This design comes from an exercise in tuning for small area, a short achievable clock period and few clock cycles per item on the open sky130 flow, not from production work.

==> flow/design.v <==
`default_nettype none
package dpc_pkg;
	localparam int DEF_VALUE_BITS = 32;
	function automatic logic [39:0] bcd_mask(input int s);
		case (s)
			0: bcd_mask = 40'h0000000000;
			1: bcd_mask = 40'h0000000001;
			2: bcd_mask = 40'h0000000003;
			3: bcd_mask = 40'h0000000007;
			4: bcd_mask = 40'h000000001f;
			5: bcd_mask = 40'h000000003f;
			6: bcd_mask = 40'h000000007f;
			7: bcd_mask = 40'h00000001ff;
			8: bcd_mask = 40'h00000003ff;
			9: bcd_mask = 40'h00000007ff;
			10: bcd_mask = 40'h0000001fff;
			11: bcd_mask = 40'h0000003fff;
			12: bcd_mask = 40'h0000007fff;
			13: bcd_mask = 40'h000000ffff;
			14: bcd_mask = 40'h000001ffff;
			15: bcd_mask = 40'h000003ffff;
			16: bcd_mask = 40'h000007ffff;
			17: bcd_mask = 40'h00001fffff;
			18: bcd_mask = 40'h00003fffff;
			19: bcd_mask = 40'h00007fffff;
			20: bcd_mask = 40'h0001ffffff;
			21: bcd_mask = 40'h0003ffffff;
			22: bcd_mask = 40'h0007ffffff;
			23: bcd_mask = 40'h000fffffff;
			24: bcd_mask = 40'h001fffffff;
			25: bcd_mask = 40'h003fffffff;
			26: bcd_mask = 40'h007fffffff;
			27: bcd_mask = 40'h01ffffffff;
			28: bcd_mask = 40'h03ffffffff;
			29: bcd_mask = 40'h07ffffffff;
			30: bcd_mask = 40'h1fffffffff;
			31: bcd_mask = 40'h3fffffffff;
			default: bcd_mask = 40'hffffffffff;
		endcase
	endfunction
	function automatic logic [3:0] dd_adjust(input logic [3:0] d);
		dd_adjust[3] = d[3] | (d[2] & d[1]) | (d[2] & d[0]);
		dd_adjust[2] = (d[2] & !d[1] & !d[0]) | (d[3] & d[0]);
		dd_adjust[1] = (d[1] & (!d[2] | d[0])) | (d[3] & !d[0]);
		dd_adjust[0] = (!d[3] & !d[2] & d[0]) | (d[2] & d[1] & !d[0]) | (d[3] & !d[0]);
	endfunction
endpackage
`default_nettype wire
`default_nettype none
module dpc_dd_stage
#(
	parameter int S0 = 0,
	parameter int NB = 8
) (
	input  wire logic [39:0]   in_bcd,
	input  wire logic [NB-1:0] in_bits,
	output logic      [39:0]   out_bcd
);
	logic [39:0] b;
	always_comb begin
		b = in_bcd & dpc_pkg::bcd_mask(S0);
		for (int s = 0; s < NB; s++) begin
			for (int k = 0; k < 10; k++) begin
				b[k*4 +: 4] = dpc_pkg::dd_adjust(b[k*4 +: 4]);
			end
			b = {b[38:0], in_bits[NB-1-s]} & dpc_pkg::bcd_mask(S0 + s + 1);
		end
		out_bcd = b;
	end
endmodule
`default_nettype wire
`default_nettype none
module dpc_sym_check (
	input  wire logic [39:0] in_bcd,
	output logic             out_pal
);
	logic [9:0]  nz;
	logic [10:0] eq;
	always_comb begin
		for (int i = 0; i < 10; i++) begin
			nz[i] = in_bcd[i*4 +: 4] != 4'd0;
		end
		for (int l = 0; l <= 10; l++) begin
			eq[l] = 1'b1;
			for (int i = 0; i < l / 2; i++) begin
				if (in_bcd[i*4 +: 4] != in_bcd[(l-1-i)*4 +: 4]) begin
					eq[l] = 1'b0;
				end
			end
		end
		out_pal = (nz >> 1) == 10'd0;
		for (int l = 2; l <= 10; l++) begin
			if (l == 10) begin
				out_pal = out_pal | (nz[9] & eq[10]);
			end else begin
				out_pal = out_pal | (nz[l-1] & ((nz >> l) == 10'd0) & eq[l]);
			end
		end
	end
endmodule
`default_nettype wire
`default_nettype none
module decimal_palindrome_check_unit
#(
	parameter int VALUE_BITS = dpc_pkg::DEF_VALUE_BITS
) (
	input  wire logic                         clk,
	input  wire logic                         arst_n,
	input  wire logic                         in_valid,
	output logic                              in_ready,
	input  wire logic signed [VALUE_BITS-1:0] in_value,
	input  wire logic                         in_is_last,
	output logic                              out_valid,
	input  wire logic                         out_ready,
	output logic signed [VALUE_BITS-1:0]      out_value_echo,
	output logic                              out_is_palindrome,
	output logic                              out_last_out
);
	logic adv;
	logic        valid_q1;
	logic        last_q1;
	logic        sgn_q1;
	logic [30:0] x_q1;
	logic [39:0] bcd_q1;
	logic [30:0] x_nx1;
	logic [39:0] bcd_nx1;
	logic        valid_q2;
	logic        last_q2;
	logic        sgn_q2;
	logic [30:0] x_q2;
	logic [39:0] bcd_q2;
	logic [30:0] x_nx2;
	logic [39:0] bcd_nx2;
	logic [30:0] mag_in;
	logic [39:0] bcd_fin;
	logic [30:0] echo_lo;
	logic        pal;
	assign adv      = !valid_q2 || out_ready;
	assign in_ready = adv;
	assign mag_in = in_value[31] ? 31'(~in_value + 32'd1) : in_value[30:0];
	dpc_dd_stage #(.S0(0), .NB(11)) u_dd0 (
		.in_bcd  (40'd0),
		.in_bits (mag_in[30:20]),
		.out_bcd (bcd_nx1)
	);
	assign x_nx1 = {in_value[30:20], mag_in[19:0]};
	dpc_dd_stage #(.S0(11), .NB(15)) u_dd1 (
		.in_bcd  (bcd_q1),
		.in_bits (x_q1[19:5]),
		.out_bcd (bcd_nx2)
	);
	always_comb begin
		x_nx2 = x_q1;
		for (int i = 5; i <= 19; i++) begin
			x_nx2[i] = x_q1[i] ^ (sgn_q1 && (x_q1 & ((31'(1) << i) - 31'(1))) != 31'(0));
		end
	end
	dpc_dd_stage #(.S0(26), .NB(5)) u_dd2 (
		.in_bcd  (bcd_q2),
		.in_bits (x_q2[4:0]),
		.out_bcd (bcd_fin)
	);
	always_comb begin
		echo_lo = x_q2;
		for (int i = 1; i <= 4; i++) begin
			echo_lo[i] = x_q2[i] ^ (sgn_q2 && (x_q2 & ((31'(1) << i) - 31'(1))) != 31'(0));
		end
	end
	always_ff @(posedge clk or negedge arst_n) begin
		if (!arst_n) begin
			valid_q1 <= 1'b0;
			valid_q2 <= 1'b0;
		end else if (adv) begin
			valid_q1 <= in_valid;
			valid_q2 <= valid_q1;
		end
	end
	always_ff @(posedge clk) begin
		if (adv) begin
			last_q1 <= in_is_last;
			sgn_q1  <= in_value[31];
			x_q1    <= x_nx1;
			bcd_q1  <= bcd_nx1;
			last_q2 <= last_q1;
			sgn_q2  <= sgn_q1;
			x_q2    <= x_nx2;
			bcd_q2  <= bcd_nx2;
		end
	end
	dpc_sym_check u_sym (
		.in_bcd  (bcd_fin),
		.out_pal (pal)
	);
	assign out_valid         = valid_q2;
	assign out_last_out      = last_q2;
	assign out_value_echo    = {sgn_q2, echo_lo};
	assign out_is_palindrome = pal && !(sgn_q2 && bcd_fin == 40'd0);
endmodule
`default_nettype wire
==> flow/config.mk <==
export PLATFORM = sky130hd
export DESIGN_NAME = decimal_palindrome_check_unit
export DESIGN_NICKNAME = decimal_palindrome_check_unit
export VERILOG_FILES = /design/flow/design.v
export SDC_FILE = /design/flow/constraint.sdc
export NUM_CORES = 4
export LEC_CHECK = 0
export ABC_AREA = 1
export CAP_MARGIN = 20
export CORE_MARGIN = 2
export CORE_UTILIZATION = 40
export SLEW_MARGIN = 20
==> flow/constraint.sdc <==
create_clock -name core_clock -period 6.5 [get_ports {clk}]
set_input_delay 1.3000 -clock core_clock [delete_from_list [all_inputs] [get_ports {clk}]]
set_output_delay 1.3000 -clock core_clock [all_outputs]
set_load 0.01 [all_outputs]
run.sh (not shown) runs the stock make flow with config.mk's settings and CLKGATE_MAP_FILE= SYNTH_SCRIPT=/design/flow/synth_recipe.tcl, a recipe that flattens the netlist after the stock synthesis.
Change:
--- a/flow/design.v
+++ b/flow/design.v
@@ -129,52 +129,72 @@
 	logic        sgn_q2;
 	logic [30:0] x_q2;
 	logic [39:0] bcd_q2;
 	logic [30:0] x_nx2;
 	logic [39:0] bcd_nx2;
+	logic        valid_q3;
+	logic        last_q3;
+	logic        sgn_q3;
+	logic [30:0] x_q3;
+	logic [39:0] bcd_q3;
+	logic [30:0] x_nx3;
+	logic [39:0] bcd_nx3;
 	logic [30:0] mag_in;
 	logic [39:0] bcd_fin;
 	logic [30:0] echo_lo;
 	logic        pal;
-	assign adv      = !valid_q2 || out_ready;
+	assign adv      = !valid_q3 || out_ready;
 	assign in_ready = adv;
 	assign mag_in = in_value[31] ? 31'(~in_value + 32'd1) : in_value[30:0];
-	dpc_dd_stage #(.S0(0), .NB(11)) u_dd0 (
+	dpc_dd_stage #(.S0(0), .NB(7)) u_dd0 (
 		.in_bcd  (40'd0),
-		.in_bits (mag_in[30:20]),
+		.in_bits (mag_in[30:24]),
 		.out_bcd (bcd_nx1)
 	);
-	assign x_nx1 = {in_value[30:20], mag_in[19:0]};
-	dpc_dd_stage #(.S0(11), .NB(15)) u_dd1 (
+	assign x_nx1 = {in_value[30:24], mag_in[23:0]};
+	dpc_dd_stage #(.S0(7), .NB(11)) u_dd1 (
 		.in_bcd  (bcd_q1),
-		.in_bits (x_q1[19:5]),
+		.in_bits (x_q1[23:13]),
 		.out_bcd (bcd_nx2)
 	);
 	always_comb begin
 		x_nx2 = x_q1;
-		for (int i = 5; i <= 19; i++) begin
+		for (int i = 13; i <= 23; i++) begin
 			x_nx2[i] = x_q1[i] ^ (sgn_q1 && (x_q1 & ((31'(1) << i) - 31'(1))) != 31'(0));
 		end
 	end
-	dpc_dd_stage #(.S0(26), .NB(5)) u_dd2 (
+	dpc_dd_stage #(.S0(18), .NB(12)) u_dd2 (
 		.in_bcd  (bcd_q2),
-		.in_bits (x_q2[4:0]),
+		.in_bits (x_q2[12:1]),
+		.out_bcd (bcd_nx3)
+	);
+	always_comb begin
+		x_nx3 = x_q2;
+		for (int i = 1; i <= 12; i++) begin
+			x_nx3[i] = x_q2[i] ^ (sgn_q2 && (x_q2 & ((31'(1) << i) - 31'(1))) != 31'(0));
+		end
+	end
+	dpc_dd_stage #(.S0(30), .NB(1)) u_dd3 (
+		.in_bcd  (bcd_q3),
+		.in_bits (x_q3[0:0]),
 		.out_bcd (bcd_fin)
 	);
 	always_comb begin
-		echo_lo = x_q2;
-		for (int i = 1; i <= 4; i++) begin
-			echo_lo[i] = x_q2[i] ^ (sgn_q2 && (x_q2 & ((31'(1) << i) - 31'(1))) != 31'(0));
+		echo_lo = x_q3;
+		for (int i = 1; i <= 0; i++) begin
+			echo_lo[i] = x_q3[i] ^ (sgn_q3 && (x_q3 & ((31'(1) << i) - 31'(1))) != 31'(0));
 		end
 	end
 	always_ff @(posedge clk or negedge arst_n) begin
 		if (!arst_n) begin
 			valid_q1 <= 1'b0;
 			valid_q2 <= 1'b0;
+			valid_q3 <= 1'b0;
 		end else if (adv) begin
 			valid_q1 <= in_valid;
 			valid_q2 <= valid_q1;
+			valid_q3 <= valid_q2;
 		end
 	end
 	always_ff @(posedge clk) begin
 		if (adv) begin
 			last_q1 <= in_is_last;
@@ -183,17 +203,21 @@
 			bcd_q1  <= bcd_nx1;
 			last_q2 <= last_q1;
 			sgn_q2  <= sgn_q1;
 			x_q2    <= x_nx2;
 			bcd_q2  <= bcd_nx2;
+			last_q3 <= last_q2;
+			sgn_q3  <= sgn_q2;
+			x_q3    <= x_nx3;
+			bcd_q3  <= bcd_nx3;
 		end
 	end
 	dpc_sym_check u_sym (
 		.in_bcd  (bcd_fin),
 		.out_pal (pal)
 	);
-	assign out_valid         = valid_q2;
-	assign out_last_out      = last_q2;
-	assign out_value_echo    = {sgn_q2, echo_lo};
-	assign out_is_palindrome = pal && !(sgn_q2 && bcd_fin == 40'd0);
+	assign out_valid         = valid_q3;
+	assign out_last_out      = last_q3;
+	assign out_value_echo    = {sgn_q3, echo_lo};
+	assign out_is_palindrome = pal && !(sgn_q3 && bcd_fin == 40'd0);
 endmodule
 `default_nettype wire
Outcome:
- worst hold slack is about the same
- routed wire length barely changes
- final cell count went up by 5.6%
- final area came out higher by 7.3%
- utilization shrinks by 2.6 points
- setup slack gets better by 0.68 ns
- via count went up by 4.2%
- area after synthesis goes up by 13%
- sequential share of layout area rose by 7.2 points
- non-clock buffer count went down by 42
- global-route usage fell by 1.7 points
Function was not checked in any run of this note: the RTL went through the layout flow alone.

==> separate check: timing with driven ports <==
The results above use ideal ports. As a check the final layouts listed here were re-extracted and re-timed, cells and wires unchanged. Step 1, drivers: a clkbuf_16 drives clk and a buf_2 each remaining input, both assumed. Step 2, shift: input delay + t, output delay - t, t = (earliest + latest rising clock arrival at the registers) / 2. This alone moves slack from input paths to output paths. Three values: no drivers, after step 1, after step 2; two values: the first two.
| run | shift t [ns] | slack for setup (ns) | hold slack, ns | clock arrival spread, ns | worst register clock-pin slew, ns |
|---|---|---|---|---|---|
| the first run | 0.484 | 0.308 / 0.255 / 0.175 | 0.417 / 0.417 / 0.417 | 0.009 / 0.009 | 0.06 / 0.06 |
| the second run | 0.542 | 0.992 / 0.935 / 0.976 | 0.418 / 0.418 / 0.418 | 0.025 / 0.025 | 0.08 / 0.08 |
After both steps every run listed still meets setup and hold. For the first run, which loses most, drivers alone change the setup slack by -0.053 ns; drivers and shift together by -0.133 ns.
